Source: an optimization exercise on an open RTL-to-GDS flow (aim: small area). Production flows keep margins and buffers that such runs may drop.
Only simulation tests tie the RTL to the original design; equivalence was not proved.
Power is estimated from default activity; no workload was simulated.

Setup of job 101:
// scanline_buf_ctrl
module scanline_buf_ctrl #(
    parameter int unsigned REPEAT      = 2,
    parameter int unsigned LINE_LEN    = 256,
    parameter logic [5:0]  BLANK_COLOR = 6'h0F
) (
    input  logic       clk,
    input  logic       rst_n,
    input  logic       ppu_pix_valid,
    input  logic [7:0] ppu_pix_x,
    input  logic [5:0] ppu_pix_data,
    input  logic       ppu_line_done,
    input  logic       flush,
    input  logic [7:0] vga_addr,
    input  logic       vga_line_end,
    output logic [5:0] vga_pixel,
    output logic       disp_valid,
    output logic [7:0] underrun_cnt,
    output logic       overrun
);
For scale: about 9400 cells after synthesis, ~3100 flip-flops, roughly 44 I/O pins, roughly 0.10 mm^2 of cells after synthesis.
export LEC_CHECK = 0
export CAP_MARGIN = 10
export CORE_MARGIN = 2
export CORE_UTILIZATION = 50
export GPL_TIMING_DRIVEN = 0
export SLEW_MARGIN = 10
export SYNTH_HIERARCHICAL = 1
export SYNTH_MINIMUM_KEEP_SIZE = 0
create_clock -name core_clock -period 3.5 [get_ports {clk}]
standard.sh (not shown) runs the stock make flow with config.mk's settings and CLKGATE_MAP_FILE= SYNTH_SCRIPT=/design/flow/synth_recipe.tcl, a recipe that flattens the netlist after the stock synthesis.
==> flow/flow/run.sh <==
#!/bin/bash
# The standard layout (standard.sh), with one change: clock tree synthesis
# builds larger sink clusters and inserts no dummy loads, so the clock tree
# uses far fewer buffers. Each step's output goes to a log file here.
set -euo pipefail
export CTS_ARGS="-sink_clustering_enable -repair_clock_nets -dont_use_dummy_load -sink_clustering_size 25 -sink_clustering_max_diameter 60"
for step in synth floorplan place cts route finish; do
  bash standard.sh "$step" > "log_${step}.log" 2>&1
done
Job 101 finished all stages; layout check result: FAIL, due to negative setup slack.
Here is what was changed in the inputs of job 102 compared with job 101.
# job 101
export LEC_CHECK = 0
export CAP_MARGIN = 10
export CORE_MARGIN = 2
export CORE_UTILIZATION = 50
export GPL_TIMING_DRIVEN = 0
export SLEW_MARGIN = 10
export SYNTH_HIERARCHICAL = 1
export SYNTH_MINIMUM_KEEP_SIZE = 0
create_clock -name core_clock -period 3.5 [get_ports {clk}]
# job 102
export LEC_CHECK = 0
export CAP_MARGIN = 10
export CORE_MARGIN = 2
export CORE_UTILIZATION = 50
export SLEW_MARGIN = 10
export SYNTH_HIERARCHICAL = 1
export SYNTH_MINIMUM_KEEP_SIZE = 0
create_clock -name core_clock -period 3.5 [get_ports {clk}]
==> flow/run.sh (new file) <==
#!/bin/bash
# synth_recipe.tcl (not shown) runs the flow's synth.tcl, then flattens the netlist and writes it again
# the make line also repeats each setting of config.mk as NAME=value (left out here)
make -C /OpenROAD-flow-scripts/flow DESIGN_CONFIG=/design/flow/config.mk WORK_HOME=/design/flow/orfs CLKGATE_MAP_FILE= SYNTH_SCRIPT=/design/flow/synth_recipe.tcl finish
removed: flow/flow/run.sh
removed: flow/standard.sh
==> comparison <==
For clock power, dividing the value from job 101 by the value from job 102 gives 0.58.
STATUS run=job 102 STAGES=ALL_DONE FINAL_CHECKS=FAILED CAUSE=negative setup slack
Compared to job 101, job 102 has area of placed instances about 2.2% higher.
In the reports for job 102 and job 101, the smaller total inserted antenna cells belongs to job 102.
Summary of job 102 over job 101: largest stage delay on the critical path rose 60 ps; worst setup slack rose 150 ps.
Job 102 improves on job 101 in routed wire length.
In the reports for job 102 and job 101, the larger vias after detailed routing belongs to job 102.
Wire length per cell of job 102 falls short of that of job 101 by a little under 10%.

========
scanline_buf_ctrl, a different RTL version from the one above (not shown whole).
Size in the first run: roughly 3,100 flip-flops, roughly 44 I/O pins, ~99,000 um2 of cells after synthesis.
==> flow/config.mk <==
export PLATFORM = sky130hd
export DESIGN_NAME = scanline_buf_ctrl
export DESIGN_NICKNAME = scanline_buf_ctrl
export VERILOG_FILES = /design/flow/design.v
export SDC_FILE = /design/flow/constraint.sdc
export NUM_CORES = 4
export LEC_CHECK = 0
export CAP_MARGIN = 10
export CORE_MARGIN = 2
export CORE_UTILIZATION = 45
export SETUP_SLACK_MARGIN = 0.25
export SLEW_MARGIN = 10
export SYNTH_HIERARCHICAL = 1
export SYNTH_MINIMUM_KEEP_SIZE = 0
==> flow/constraint.sdc <==
create_clock -name core_clock -period 3.5 [get_ports {clk}]
set_input_delay 0.7000 -clock core_clock [delete_from_list [all_inputs] [get_ports {clk}]]
set_output_delay 0.7000 -clock core_clock [all_outputs]
set_load 0.01 [all_outputs]
==> flow/flow/run.sh <==
#!/bin/bash
# The standard layout (standard.sh), with two changes:
# - the port buffers are buf_2 cells rather than the flow's default delay
#   cells, which the resizer cannot later swap for a faster buffer;
# - clock tree synthesis builds larger sink clusters and inserts no dummy
#   loads, so the clock tree uses far fewer buffers.
# Each step's output goes to a log file here.
set -euo pipefail
export BUFFER_PORTS_ARGS="-buffer_cell sky130_fd_sc_hd__buf_2"
export CTS_ARGS="-sink_clustering_enable -repair_clock_nets -dont_use_dummy_load -sink_clustering_size 25 -sink_clustering_max_diameter 60"
for step in synth floorplan place cts route finish; do
  bash standard.sh "$step" > "log_${step}.log" 2>&1
done
The first run finished with timing, DRC and antenna clean.
Rerun with:
--- a/flow/config.mk
+++ b/flow/config.mk
@@ -10,3 +10,3 @@
 export CORE_UTILIZATION = 45
-export SETUP_SLACK_MARGIN = 0.25
+export SETUP_SLACK_MARGIN = 0.1
 export SLEW_MARGIN = 10
What happened: This time the run completed, yet does not pass: setup timing; cell area barely changes; setup slack got worse by 0.17 ns; clock-buffer cell count does not change; core utilization stays flat; critical path depth drops by 2; clock power is about the same; die area does not change; routed wire length hardly moves; power is about the same; global-route usage does not change.
Rerun with:
--- a/flow/config.mk
+++ b/flow/config.mk
@@ -9,4 +9,4 @@
 export CORE_MARGIN = 2
-export CORE_UTILIZATION = 45
-export SETUP_SLACK_MARGIN = 0.1
+export CORE_UTILIZATION = 40
+export SETUP_SLACK_MARGIN = 0.45
 export SLEW_MARGIN = 10
Effect: The new run ran to the end with no violations; wire length is higher by 2.1%; area after synthesis is unchanged; fmax is higher by 10%; first-iteration DRC count is higher by 2.7%; die area is higher by 12%; final area is higher by 3.1%; final cell count is higher by 4.7%; setup slack improves by 0.32 ns.

==> static timing again, ports no longer ideal <==
In the flow no input, the clock included, has a driving cell. The finished layouts below were timed again as built, in two steps. Step 1: set_driving_cell puts a clkbuf_16 on clk and a buf_2 on each other input, an assumption about the parent block. Step 2 moves the port delays by t, midway between the first and last clock arrival at a register: inputs arrive t later, outputs are due t later. That takes back most of the time a late clock gives input paths. a / b / c = ideal ports / drivers / drivers and shift; a / b = the first two.
run	t, ns	slack for setup (ns)	cell pins on the clock port's net
job 101	0.959	-0.191 / -0.174 / -1.100	1
job 102	1.019	-0.041 / -0.103 / -0.999	1
the first run of note 2	0.955	0.097 / 0.145 / -0.809	1
the second run of note 2	0.952	-0.069 / 0.001 / -0.951	1
the third run of note 2	0.965	0.256 / 0.205 / -0.760	1
Met with ideal ports but missed after step 2: setup timing in the first run of note 2 and the third run of note 2. The setup slack of the third run of note 2, which loses most, moves by -0.051 ns with the drivers and by -1.016 ns with both steps.
